Source: an optimization exercise on an open RTL-to-GDS flow (aim: small area, a short achievable clock period and few clock cycles). Production flows keep margins and buffers that such runs may drop.
RTL that was checked went through simulation tests only; none was proved equivalent to the original.
Only the layout flow was run in run 1; the RTL was not checked for function there.
Power is estimated from default activity; no workload was simulated.

## flow/config.mk

```make
export PLATFORM = sky130hd
export DESIGN_NAME = cfr_top
export DESIGN_NICKNAME = cfr_top
export VERILOG_FILES = /design/flow/design.v
export SDC_FILE = /design/flow/constraint.sdc
export NUM_CORES = 4
export LEC_CHECK = 0
export ABC_CLOCK_PERIOD_IN_PS = 3000
export CAP_MARGIN = 20
export CORE_MARGIN = 2
export CORE_UTILIZATION = 25
export PLACE_DENSITY = 0.45
export SETUP_SLACK_MARGIN = 4.0
export SLEW_MARGIN = 20
```

## flow/constraint.sdc

```tcl
create_clock -name core_clock -period 8.0 [get_ports {clk}]
set_input_delay 1.6000 -clock core_clock [delete_from_list [all_inputs] [get_ports {clk}]]
set_output_delay 1.6000 -clock core_clock [all_outputs]
set_load 0.01 [all_outputs]
```

## flow/design.v

```verilog
`timescale 1ns / 1ps
package cfr_pkg;
  localparam int CFR_MAX_LEN = 512;
  localparam int CFR_CHARS   = 256;
  localparam int CHAR_W      = 8;
  localparam int COUNT_W     = 10;
  localparam int POS_W       = 9;
  localparam logic [COUNT_W-1:0] COUNT_MAX  = 10'd1023;
  localparam logic [CHAR_W-1:0]  SPACE_BYTE = 8'h20;
  localparam logic [CHAR_W-1:0]  UPPER_A    = 8'h41;
  localparam logic [CHAR_W-1:0]  UPPER_Z    = 8'h5A;
  localparam logic [CHAR_W-1:0]  CASE_STEP  = 8'h20;
  localparam logic [1:0] KIND_LOAD  = 2'd0;
  localparam logic [1:0] KIND_FETCH = 2'd1;
  localparam logic [1:0] KIND_CLEAR = 2'd2;
  typedef struct packed {
    logic [1:0]        kind;
    logic [CHAR_W-1:0] char_byte;
  } cfr_req_t;
  typedef struct packed {
    logic [CHAR_W-1:0]  ranked_char;
    logic [COUNT_W-1:0] char_count;
    logic               group_end;
    logic               exhausted;
    logic               overflowed;
  } cfr_rsp_t;
  typedef enum logic [2:0] {
    ST_IDLE,
    ST_LOAD,
    ST_SCAN_ADDR,
    ST_SCAN_ORD,
    ST_SCAN_CNT,
    ST_REPLY
  } cfr_state_t;
  typedef enum logic [1:0] {
    PH_FIND,
    PH_LOOK,
    PH_DROP
  } cfr_phase_t;
  function automatic logic [CHAR_W-1:0] fold_byte(input logic [CHAR_W-1:0] b);
    logic [CHAR_W-1:0] r;
    r = b;
    if (b >= UPPER_A && b <= UPPER_Z) begin
      r = b + CASE_STEP;
    end
    fold_byte = r;
  endfunction
endpackage
`timescale 1ns / 1ps
module cfr_ram #(
  parameter int WIDTH = 8,
  parameter int DEPTH = 256
) (
  input  logic                     clk,
  input  logic                     we,
  input  logic [$clog2(DEPTH)-1:0] waddr,
  input  logic [WIDTH-1:0]         wdata,
  input  logic [$clog2(DEPTH)-1:0] raddr,
  output logic [WIDTH-1:0]         rdata
);
  logic [WIDTH-1:0] mem [DEPTH];
  always_ff @(posedge clk) begin
    if (we) begin
      mem[waddr] <= wdata;
    end
    rdata <= mem[raddr];
  end
endmodule
`timescale 1ns / 1ps
module char_frequency_ranker_core #(
  parameter int MAX_LEN = cfr_pkg::CFR_MAX_LEN
) (
  input  logic     clk,
  input  logic     rst,
  input  logic     req_valid,
  output logic     req_stall,
  input  cfr_pkg::cfr_req_t req_data,
  output logic     rsp_valid,
  input  logic     rsp_stall,
  output cfr_pkg::cfr_rsp_t rsp_data
);
  localparam int NE     = 229;
  localparam int CW     = cfr_pkg::COUNT_W;
  localparam int LEN_W  = $clog2(MAX_LEN + 1);
  localparam int TOT_W  = 8;
  localparam logic [LEN_W-1:0] LEN_MAX = MAX_LEN;
  localparam logic [LEN_W-1:0] LEN_ONE = 1;
  localparam logic [CW-1:0]    CNT_ONE = 1;
  localparam logic [TOT_W-1:0] TOT_ONE = 1;
  logic       q0_ld, q0_fe, q0_cl, q0_sp;
  logic [7:0] q0_ch;
  logic       q1_ld, q1_fe, q1_cl, q1_sp;
  logic [7:0] q1_ch;
  logic [1:0] qn;
  logic       push, pop;
  logic       in_ld, in_fe, in_cl, in_sp;
  logic [7:0] in_ch;
  assign req_stall = qn[1];
  assign push      = req_valid && !qn[1];
  assign in_ch     = cfr_pkg::fold_byte(req_data.char_byte);
  assign in_ld     = (req_data.kind == cfr_pkg::KIND_LOAD);
  assign in_fe     = (req_data.kind == cfr_pkg::KIND_FETCH);
  assign in_cl     = (req_data.kind == cfr_pkg::KIND_CLEAR);
  assign in_sp     = (req_data.char_byte == cfr_pkg::SPACE_BYTE);
  always_ff @(posedge clk) begin
    if (rst) begin
      qn <= 2'd0;
    end else begin
      qn <= qn + {1'b0, push} - {1'b0, pop};
    end
  end
  always_ff @(posedge clk) begin
    if (qn == 2'd2) begin
      if (pop) begin
        {q0_ld, q0_fe, q0_cl, q0_sp, q0_ch} <= {q1_ld, q1_fe, q1_cl, q1_sp, q1_ch};
      end
    end else if (push && (qn == 2'd0 || pop)) begin
      {q0_ld, q0_fe, q0_cl, q0_sp, q0_ch} <= {in_ld, in_fe, in_cl, in_sp, in_ch};
    end
    if (push && qn == 2'd1 && !pop) begin
      {q1_ld, q1_fe, q1_cl, q1_sp, q1_ch} <= {in_ld, in_fe, in_cl, in_sp, in_ch};
    end
  end
  logic          x_v;             
  logic          x_ld, x_fe, x_cl, x_sp;
  logic [7:0]    x_ch;
  logic [NE-1:0] x_match;         
  logic          x_any;           
  logic          x_done;          
  logic          x_adv;           
  logic [7:0]    ent_ch  [NE];
  logic [CW-2:0] ent_cnt [NE];    
  logic          ent0_hi;         
  logic [TOT_W-1:0] total;        
  logic [LEN_W-1:0] length;
  logic             overflow;
  logic [CW-1:0]    peak;
  logic [NE-1:0] valid;
  logic [NE-1:0] at_end;
  logic [NE-1:0] lk_match;        
  logic [CW-1:0] cnt_old;
  logic [CW-1:0] cnt_inc;
  logic          ld_go;           
  logic          ld_take;         
  logic          do_count;        
  logic          do_append;
  logic          fwd;             
  logic          cl_go;
  assign ld_go     = x_v && x_ld;
  assign cl_go     = x_v && x_cl;
  assign ld_take   = ld_go && (length != LEN_MAX);
  assign do_count  = ld_take && !x_sp;
  assign do_append = do_count && !x_any;
  assign fwd       = do_append && (x_ch == q0_ch);
  for (genvar i = 0; i < NE; i++) begin : g_ent
    assign valid[i]    = (i < total);
    assign at_end[i]   = (i == total);
    assign lk_match[i] = !cl_go && ((valid[i] && (ent_ch[i] == q0_ch)) || (fwd && at_end[i]));
  end
  for (genvar b = 0; b < CW-1; b++) begin : g_rd
    logic [NE-1:0] sel;
    for (genvar i = 0; i < NE; i++) begin : g_bit
      assign sel[i] = x_match[i] && ent_cnt[i][b];
    end
    assign cnt_old[b] = |sel;
  end
  assign cnt_old[CW-1] = x_match[0] && ent0_hi;
  assign cnt_inc = cnt_old + CNT_ONE;
  for (genvar i = 0; i < NE; i++) begin : g_wr
    always_ff @(posedge clk) begin
      if (do_count && (x_match[i] || (!x_any && at_end[i]))) begin
        ent_cnt[i] <= cnt_inc[CW-2:0];
      end
      if (do_append && at_end[i]) begin
        ent_ch[i] <= x_ch;
      end
    end
  end
  always_ff @(posedge clk) begin
    if (do_count && (x_match[0] || (!x_any && at_end[0]))) begin
      ent0_hi <= cnt_inc[CW-1];
    end
  end
  always_ff @(posedge clk) begin
    if (rst || cl_go) begin
      total    <= '0;
      length   <= '0;
      overflow <= 1'b0;
      peak     <= '0;
    end else if (ld_go) begin
      if (!ld_take) begin
        overflow <= 1'b1;
      end else begin
        length <= length + LEN_ONE;
      end
      if (do_append) total <= total + TOT_ONE;
      if (do_count && cnt_old == peak) peak <= cnt_inc;
    end
  end
  logic [CW-1:0] probe;
  logic          from_peak;       
  logic [CW-1:0] pr;              
  logic [CW-1:0] level;
  logic          gvalid;
  logic          exh;
  logic [NE-1:0] grp;
  logic [NE-1:0] hit;
  logic          any_hit;
  logic [NE-1:0] below;           
  logic [NE-1:0] first;
  logic [NE-1:0] grp_rest;
  logic          last_of_grp;
  logic          restart;
  logic          fe_go;
  logic          sk_valid;
  assign pr = from_peak ? peak : probe;
  for (genvar i = 0; i < NE; i++) begin : g_hit
    if (i == 0) begin : g0
      assign hit[i] = valid[i] && ({ent0_hi, ent_cnt[i]} == pr);
    end else begin : gn
      assign hit[i] = valid[i] && !pr[CW-1] && (ent_cnt[i] == pr[CW-2:0]);
    end
  end
  assign any_hit = |hit;
  localparam int NP = 256;
  localparam int LG = 8;
  logic [NP-1:0] pfx [LG+1];
  assign pfx[0] = {{(NP-NE){1'b0}}, grp};
  for (genvar l = 0; l < LG; l++) begin : g_pl
    for (genvar i = 0; i < NP; i++) begin : g_pi
      if ((i >> l) % 2 == 1) begin : g_c
        assign pfx[l+1][i] = pfx[l][i] | pfx[l][((i >> l) << l) - 1];
      end else begin : g_p
        assign pfx[l+1][i] = pfx[l][i];
      end
    end
  end
  assign below[0] = 1'b0;
  for (genvar i = 1; i < NE; i++) begin : g_bf
    assign below[i] = pfx[LG][i-1];
  end
  assign first       = grp & ~below;
  assign grp_rest    = grp & below;
  assign last_of_grp = ~|grp_rest;
  logic [7:0] first_ch;
  for (genvar b = 0; b < 8; b++) begin : g_fc
    logic [NE-1:0] sel;
    for (genvar i = 0; i < NE; i++) begin : g_bit
      assign sel[i] = first[i] && ent_ch[i][b];
    end
    assign first_ch[b] = |sel;
  end
  assign restart = ld_go || cl_go;
  assign fe_go   = x_v && x_fe && (gvalid || exh) && !sk_valid;
  assign x_done  = !x_fe || ((gvalid || exh) && !sk_valid);
  assign x_adv   = !x_v || x_done;
  assign pop     = (qn != 2'd0) && x_adv;
  always_ff @(posedge clk) begin
    if (rst) begin
      x_v <= 1'b0;
    end else if (x_adv) begin
      x_v <= (qn != 2'd0);
    end
  end
  always_ff @(posedge clk) begin
    if (x_adv) begin
      {x_ld, x_fe, x_cl, x_sp, x_ch} <= {q0_ld, q0_fe, q0_cl, q0_sp, q0_ch};
      x_match <= lk_match;
      x_any   <= |lk_match;
    end
  end
  always_ff @(posedge clk) begin
    if (rst) begin
      gvalid    <= 1'b0;
      exh       <= 1'b1;
      from_peak <= 1'b0;
      probe     <= '0;
    end else if (restart) begin
      gvalid    <= 1'b0;
      from_peak <= 1'b1;
      exh       <= cl_go || (peak == '0 && !do_count);
    end else if (gvalid) begin
      if (fe_go && last_of_grp) begin
        gvalid <= 1'b0;
        probe  <= level - CNT_ONE;
        exh    <= (level == CNT_ONE);
      end
    end else if (!exh) begin
      from_peak <= 1'b0;
      if (any_hit) begin
        gvalid <= 1'b1;
      end else begin
        probe <= pr - CNT_ONE;
        exh   <= (pr == CNT_ONE);
      end
    end
  end
  always_ff @(posedge clk) begin
    if (!gvalid) begin
      grp   <= hit;
      level <= pr;
    end else if (fe_go) begin
      grp <= grp_rest;
    end
  end
  cfr_pkg::cfr_rsp_t rsp_q, sk_q, rnew;
  logic              rsp_v;
  logic              free;
  assign rnew = gvalid ? {first_ch, level, last_of_grp, 1'b0, overflow}
                       : {8'h00, 10'd0, 1'b0, 1'b1, overflow};
  assign free = !rsp_v || !rsp_stall;
  always_ff @(posedge clk) begin
    if (rst) begin
      rsp_v    <= 1'b0;
      sk_valid <= 1'b0;
    end else if (free) begin
      rsp_v    <= sk_valid || fe_go;
      sk_valid <= 1'b0;
    end else if (fe_go) begin
      sk_valid <= 1'b1;
    end
  end
  always_ff @(posedge clk) begin
    if (free) begin
      rsp_q <= sk_valid ? sk_q : rnew;
    end
    if (fe_go) begin
      sk_q <= rnew;
    end
  end
  assign rsp_valid = rsp_v;
  assign rsp_data  = rsp_q;
endmodule
`timescale 1ns / 1ps
module cfr_top (
  input  logic       clk,
  input  logic       rst,
  input  logic       req_valid,
  output logic       req_stall,
  input  logic [1:0] req_kind,
  input  logic [7:0] req_char,
  output logic       rsp_valid,
  input  logic       rsp_stall,
  output logic [7:0] rsp_char,
  output logic [9:0] rsp_count,
  output logic       rsp_group_end,
  output logic       rsp_exhausted,
  output logic       rsp_overflowed
);
  cfr_pkg::cfr_req_t req_data;
  cfr_pkg::cfr_rsp_t rsp_data;
  assign req_data.kind      = req_kind;
  assign req_data.char_byte = req_char;
  char_frequency_ranker_core u_core (
    .clk       (clk),
    .rst       (rst),
    .req_valid (req_valid),
    .req_stall (req_stall),
    .req_data  (req_data),
    .rsp_valid (rsp_valid),
    .rsp_stall (rsp_stall),
    .rsp_data  (rsp_data)
  );
  assign rsp_char       = rsp_data.ranked_char;
  assign rsp_count      = rsp_data.char_count;
  assign rsp_group_end  = rsp_data.group_end;
  assign rsp_exhausted  = rsp_data.exhausted;
  assign rsp_overflowed = rsp_data.overflowed;
endmodule
```

## flow/run.sh

```bash
#!/bin/bash
# synth_recipe.tcl (not shown) runs the flow's synth.tcl, then flattens the netlist and writes it again
# the make line also repeats each setting of config.mk as NAME=value (left out here)
make -C /OpenROAD-flow-scripts/flow DESIGN_CONFIG=/design/flow/config.mk WORK_HOME=/design/flow/orfs CLKGATE_MAP_FILE= SYNTH_SCRIPT=/design/flow/synth_recipe.tcl finish
```

==> results.tsv, run 1 <==
stage	metric	value	unit
logic_synthesis	ys_ff_latch	4488	
floorplan	initial_core_util	25.0	%
logic_synthesis	synth_nets	17200	
logic_synthesis	yosys.cell_types.count	97	
floorplan	die_h	946	µm
logic_synthesis	synthArstFlopShare	0	%
floorplan	ios	37	
placement	port_buffers	36	
logic_synthesis	synth_most_common_cell	edfxtp_1	
clocking	htreeDepth	6	
floorplan	rows	346	
logic_synthesis	synthCells	17200	
logic_synthesis	yosysSeqAreaShare	60.5	%
clocking	root_buffer	clkbuf_16	
placement	gp_congestion	1.22	
placement	hpwl	2290000	µm
logic_synthesis	synth_area	222000	µm²
logic_synthesis	synth_adder_area_share	0.106	%
outcome	status	did not finish	
logic_synthesis	ys_dominant_reg_cell	edfxtp_1	
logic_synthesis	muxShareOfSynthArea	0.569	%
outcome	error	[ERROR GRT-0232] Routing congestion too high. Check the congestion heatmap in the GUI.	
logic_synthesis	synth_edf_count	4441	
logic_synthesis	yosysTopAreaCell	edfxtp_1	
clocking	numCtsBuffers	595	
placement	placed_area	261000	µm²
global_routing	grt_max_degree	129	
logic_synthesis	synth_top_area_share	60.1	%
global_routing	grt_use_total	65.9	%
logic_synthesis	synthTopCellsByCount	edfxtp_1, xnor2_1, nand4_1	
logic_synthesis	synth_top_family_by_area	XOR/XNOR gates	
logic_synthesis	yosysWarnings	4	
logic_synthesis	synth-xor-area-share	15.6	%
logic_synthesis	synth_area_leaders	edfxtp_1, xnor2_1, xor2_1, a22oi_1, nand4_1	
outcome	stop_stage	global routing (5_1_grt)	
global_routing	overflow	1	
logic_synthesis	synth_compound_area_share	10.4	%
placement	pre_cts_ws	-0.456	ns
logic_synthesis	avgSynthCellArea	12.9	µm²
clocking	clock_sinks	4488	
clocking	cts.path.max_buffers	4	
floorplan	fp.dieW	946	µm
logic_synthesis	yosys.area_share.simple	10.5	%
## power by group through the flow
stage	registers, W	logic, W	clock network [W]
4_1_cts	0.0380	0.0534	0.0283
3_5_place_dp	0.0385	0.0519	0
3_3_place_gp	0.0385	0.0524	0
2_1_floorplan	0.0392	0.0134	0
## kinds of logic after synthesis
family | after synthesis
compound gates | 3056
xor+xnor | 3950
fa+ha+maj | 20
buf+inv | 1279
flops | 4488
mux | 123
simple gates | 4299
## through the flow
step / hold WS (ns) / util (%) / TNS (ns) / cells / total power (W)
after CTS: 0.423 / 32.5 / 0 / 32000 / 0.120
after detailed placement: 0.410 / 29.4 / -0.493 / 30500 / 0.0903
after global placement: 0.408 / 29.2 / -13.84 / 30400 / 0.0909
after floorplan: 0.400 / - / 0 / 17200 / 0.0526
## how the worst max path moves through the flow
stage / from / endpoint / slack, ns / cells after the start
after detailed placement: u_core.from_peak / u_core.probe[3] / -0.46 / 19
after floorplan: u_core.x_match[119] / u_core.ent_cnt[0][6] / 1.25 / 11
after CTS: u_core.grp[1] / u_core.probe[9] / 2.00 / 16
after global placement: u_core.grp[7] / u_core.rsp_q[14] / -2.05 / 16
## repair_timing
item,CTS
hold buffers,0
resized for setup,564
setup endpoints to repair,6325
setup buffers,342
pin swaps,145
hold endpoints to repair,0
gates cloned,44
## per-layer routing
layer	GRT usage (%)	overflow
met1	67.2	1
met3	47.0	0
met5	19.9	0
met2	82.1	0
met4	68.5	0
==> run 2: changes to the inputs <==
--- a/flow/design.v
+++ b/flow/design.v
@@ -94,3 +94,3 @@
   logic [1:0] qn;
-  logic       push, pop;
+  logic       push, pop, exec_ok;
   logic       in_ld, in_fe, in_cl, in_sp;
@@ -104,2 +104,7 @@
   assign in_sp     = (req_data.char_byte == cfr_pkg::SPACE_BYTE);
+  logic h_ld, h_fe, h_cl;
+  assign h_ld = (qn != 2'd0) && q0_ld;
+  assign h_fe = (qn != 2'd0) && q0_fe;
+  assign h_cl = (qn != 2'd0) && q0_cl;
+  assign pop  = (qn != 2'd0) && exec_ok;
   always_ff @(posedge clk) begin
@@ -123,9 +128,2 @@
   end
-  logic          x_v;             
-  logic          x_ld, x_fe, x_cl, x_sp;
-  logic [7:0]    x_ch;
-  logic [NE-1:0] x_match;         
-  logic          x_any;           
-  logic          x_done;          
-  logic          x_adv;           
   logic [7:0]    ent_ch  [NE];
@@ -139,22 +137,16 @@
   logic [NE-1:0] at_end;
-  logic [NE-1:0] lk_match;        
+  logic [NE-1:0] match;
+  logic          any_match;
   logic [CW-1:0] cnt_old;
   logic [CW-1:0] cnt_inc;
-  logic          ld_go;           
-  logic          ld_take;         
   logic          do_count;        
   logic          do_append;
-  logic          fwd;             
-  logic          cl_go;
-  assign ld_go     = x_v && x_ld;
-  assign cl_go     = x_v && x_cl;
-  assign ld_take   = ld_go && (length != LEN_MAX);
-  assign do_count  = ld_take && !x_sp;
-  assign do_append = do_count && !x_any;
-  assign fwd       = do_append && (x_ch == q0_ch);
+  logic          ld_take;         
+  logic [CW-1:0] peak_next;
   for (genvar i = 0; i < NE; i++) begin : g_ent
-    assign valid[i]    = (i < total);
-    assign at_end[i]   = (i == total);
-    assign lk_match[i] = !cl_go && ((valid[i] && (ent_ch[i] == q0_ch)) || (fwd && at_end[i]));
+    assign valid[i]  = (i < total);
+    assign at_end[i] = (i == total);
+    assign match[i]  = valid[i] && (ent_ch[i] == q0_ch);
   end
+  assign any_match = |match;
   for (genvar b = 0; b < CW-1; b++) begin : g_rd
@@ -162,3 +154,3 @@
     for (genvar i = 0; i < NE; i++) begin : g_bit
-      assign sel[i] = x_match[i] && ent_cnt[i][b];
+      assign sel[i] = match[i] && ent_cnt[i][b];
     end
@@ -166,7 +158,11 @@
   end
-  assign cnt_old[CW-1] = x_match[0] && ent0_hi;
-  assign cnt_inc = cnt_old + CNT_ONE;
+  assign cnt_old[CW-1] = match[0] && ent0_hi;
+  assign cnt_inc   = cnt_old + CNT_ONE;
+  assign ld_take   = h_ld && (length != LEN_MAX);
+  assign do_count  = ld_take && !q0_sp;
+  assign do_append = do_count && !any_match;
+  assign peak_next = (do_count && cnt_old == peak) ? cnt_inc : peak;
   for (genvar i = 0; i < NE; i++) begin : g_wr
     always_ff @(posedge clk) begin
-      if (do_count && (x_match[i] || (!x_any && at_end[i]))) begin
+      if (do_count && (match[i] || (!any_match && at_end[i]))) begin
         ent_cnt[i] <= cnt_inc[CW-2:0];
@@ -174,3 +170,3 @@
       if (do_append && at_end[i]) begin
-        ent_ch[i] <= x_ch;
+        ent_ch[i] <= q0_ch;
       end
@@ -179,3 +175,3 @@
   always_ff @(posedge clk) begin
-    if (do_count && (x_match[0] || (!x_any && at_end[0]))) begin
+    if (do_count && (match[0] || (!any_match && at_end[0]))) begin
       ent0_hi <= cnt_inc[CW-1];
@@ -184,3 +180,3 @@
   always_ff @(posedge clk) begin
-    if (rst || cl_go) begin
+    if (rst || h_cl) begin
       total    <= '0;
@@ -189,3 +185,3 @@
       peak     <= '0;
-    end else if (ld_go) begin
+    end else if (h_ld) begin
       if (!ld_take) begin
@@ -196,3 +192,3 @@
       if (do_append) total <= total + TOT_ONE;
-      if (do_count && cnt_old == peak) peak <= cnt_inc;
+      peak <= peak_next;
     end
@@ -200,4 +196,2 @@
   logic [CW-1:0] probe;
-  logic          from_peak;       
-  logic [CW-1:0] pr;              
   logic [CW-1:0] level;
@@ -208,3 +202,3 @@
   logic          any_hit;
-  logic [NE-1:0] below;           
+  logic [NE-1:0] below;         
   logic [NE-1:0] first;
@@ -215,8 +209,7 @@
   logic          sk_valid;
-  assign pr = from_peak ? peak : probe;
   for (genvar i = 0; i < NE; i++) begin : g_hit
     if (i == 0) begin : g0
-      assign hit[i] = valid[i] && ({ent0_hi, ent_cnt[i]} == pr);
+      assign hit[i] = valid[i] && ({ent0_hi, ent_cnt[i]} == probe);
     end else begin : gn
-      assign hit[i] = valid[i] && !pr[CW-1] && (ent_cnt[i] == pr[CW-2:0]);
+      assign hit[i] = valid[i] && !probe[CW-1] && (ent_cnt[i] == probe[CW-2:0]);
     end
@@ -252,31 +245,14 @@
   end
-  assign restart = ld_go || cl_go;
-  assign fe_go   = x_v && x_fe && (gvalid || exh) && !sk_valid;
-  assign x_done  = !x_fe || ((gvalid || exh) && !sk_valid);
-  assign x_adv   = !x_v || x_done;
-  assign pop     = (qn != 2'd0) && x_adv;
-  always_ff @(posedge clk) begin
-    if (rst) begin
-      x_v <= 1'b0;
-    end else if (x_adv) begin
-      x_v <= (qn != 2'd0);
-    end
-  end
-  always_ff @(posedge clk) begin
-    if (x_adv) begin
-      {x_ld, x_fe, x_cl, x_sp, x_ch} <= {q0_ld, q0_fe, q0_cl, q0_sp, q0_ch};
-      x_match <= lk_match;
-      x_any   <= |lk_match;
-    end
-  end
+  assign restart = h_ld || h_cl;
+  assign exec_ok = !q0_fe || ((gvalid || exh) && !sk_valid);
+  assign fe_go   = h_fe && (gvalid || exh) && !sk_valid;
   always_ff @(posedge clk) begin
     if (rst) begin
-      gvalid    <= 1'b0;
-      exh       <= 1'b1;
-      from_peak <= 1'b0;
-      probe     <= '0;
+      gvalid <= 1'b0;
+      exh    <= 1'b1;
+      probe  <= '0;
     end else if (restart) begin
-      gvalid    <= 1'b0;
-      from_peak <= 1'b1;
-      exh       <= cl_go || (peak == '0 && !do_count);
+      gvalid <= 1'b0;
+      probe  <= h_cl ? '0 : peak_next;
+      exh    <= h_cl || (peak_next == '0);
     end else if (gvalid) begin
@@ -288,3 +264,2 @@
     end else if (!exh) begin
-      from_peak <= 1'b0;
       if (any_hit) begin
@@ -292,4 +267,4 @@
       end else begin
-        probe <= pr - CNT_ONE;
-        exh   <= (pr == CNT_ONE);
+        probe <= probe - CNT_ONE;
+        exh   <= (probe == CNT_ONE);
       end
@@ -300,3 +275,3 @@
       grp   <= hit;
-      level <= pr;
+      level <= probe;
     end else if (fe_go) begin
@@ -317,3 +292,3 @@
       rsp_v    <= sk_valid || fe_go;
-      sk_valid <= 1'b0;
+      sk_valid <= sk_valid && fe_go;
     end else if (fe_go) begin
@@ -325,4 +300,4 @@
       rsp_q <= sk_valid ? sk_q : rnew;
-    end
-    if (fe_go) begin
+      if (sk_valid) sk_q <= rnew;
+    end else if (fe_go) begin
       sk_q <= rnew;
--- a/flow/config.mk
+++ b/flow/config.mk
@@ -7,8 +7,6 @@
 export LEC_CHECK = 0
-export ABC_CLOCK_PERIOD_IN_PS = 3000
 export CAP_MARGIN = 20
 export CORE_MARGIN = 2
-export CORE_UTILIZATION = 25
-export PLACE_DENSITY = 0.45
-export SETUP_SLACK_MARGIN = 4.0
+export CORE_UTILIZATION = 35
+export PLACE_DENSITY = 0.5
 export SLEW_MARGIN = 20
==> results.tsv, run 2 <==
stage	metric	value	unit	change
global_routing	grt_max_degree	174		
logic_synthesis	ys_ff_latch	4244		-5.4%
clocking	root_buffer	clkbuf_16		
logic_synthesis	synthTopCellsByCount	edfxtp_1, xor2_1, xnor2_1		
outcome	error	[ERROR GRT-0116] Global routing finished with congestion. Check the congestion regions in the DRC Viewer.		
outcome	stop_stage	global routing (5_1_grt)		
logic_synthesis	ys_dominant_reg_cell	edfxtp_1		
logic_synthesis	synth_area_leaders	edfxtp_1, xor2_1, xnor2_1, nand4_1, nor4_1		
global_routing	overflow	2		
global_routing	grt_pass1_vias	197000		
clocking	numCtsBuffers	527		-11%
placement	hpwl	1740000	µm	-24%
logic_synthesis	yosysWarnings	4		unchanged
logic_synthesis	yosys.cell_types.count	101		+4.1%
clocking	htreeDepth	6		unchanged
clocking	cts.path.max_buffers	4		unchanged
floorplan	fp.dieW	783	µm	-17%
placement	gp_congestion	1.32		+8.2%
clocking	clock_sinks	4244		-5.4%
logic_synthesis	synth_edf_count	4199		-5.4%
floorplan	ios	37		unchanged
floorplan	initial_core_util	35.1	%	+10 points
logic_synthesis	synth_nets	16500		-4.4%
floorplan	die_h	783	µm	-17%
placement	placed_area	250000	µm²	-3.9%
logic_synthesis	yosysTopAreaCell	edfxtp_1		
logic_synthesis	synth_top_area_share	59.4	%	-0.75 points
placement	pre_cts_ws	-0.541	ns	-0.0848 ns
global_routing	grt_use_total	70.7	%	
global_routing	grt_pass1_wl	2680000	µm	
floorplan	rows	286		-17%
placement	port_buffers	36		unchanged
clocking	cts_hold_buf	0		unchanged
logic_synthesis	yosysSeqAreaShare	59.8	%	-0.75 points
logic_synthesis	synth_most_common_cell	edfxtp_1		
logic_synthesis	avgSynthCellArea	12.9	µm²	+0.12%
outcome	status	did not finish		
logic_synthesis	synthCells	16500		-4.4%
logic_synthesis	synthArstFlopShare	0	%	unchanged
logic_synthesis	synth_area	212000	µm²	-4.2%
-- run 2: worst max-delay path by stage --
stage                    startpoint              end  slack, ns  depth (start not counted)
CTS                   u_core.grp[3]  u_core.probe[6]      0.006                         18
detailed placement  u_core.total[4]       u_core.exh      -0.54                         23
global placement    u_core.total[1]       u_core.exh      -1.43                         21
floorplan           u_core.q0_ch[6]  u_core.probe[5]      -2.45                         19
-- run 2: what timing repair did --
item	4_1_cts
gates resized for setup	12
pin swaps	3
endpoints found under the setup margin	646
buffers inserted	4
-- run 2: through the flow --
step	cells	util, %
after floorplan	16500	-
after CTS	27300	44.2
after global placement	26300	41.1
after detailed placement	26400	41.3
-- run 2: layer usage --
layer / overflow / GRT usage, %
met5: 0 / 34.8
met4: 1 / 65.6
met3: 0 / 58.7
met2: 1 / 82.4
met1: 0 / 73.8
-- run 2: cell families after synthesis --
family | count (synthesis) | synth area share, %
xor+xnor | 3940 | 16.2
mux | 82 | 0.404
simple gates | 4301 | 11.3
buf+inv | 1201 | 2.37
flops | 4244 | 59.8
fa+ha+maj | 19 | 0.106
compound gates | 2677 | 9.84
-- run 2: power by group through the flow --
stage / sequential (W) / combinational [W] / clock, W
floorplan: 0.0263 / 0.0100 / 0
global placement: 0.0263 / 0.0192 / 0
detailed placement: 0.0263 / 0.0192 / 0
CTS: 0.0258 / 0.0194 / 0.0247
Testbench counts of run 2, summed over its fixed seeds: cycles 25,978.
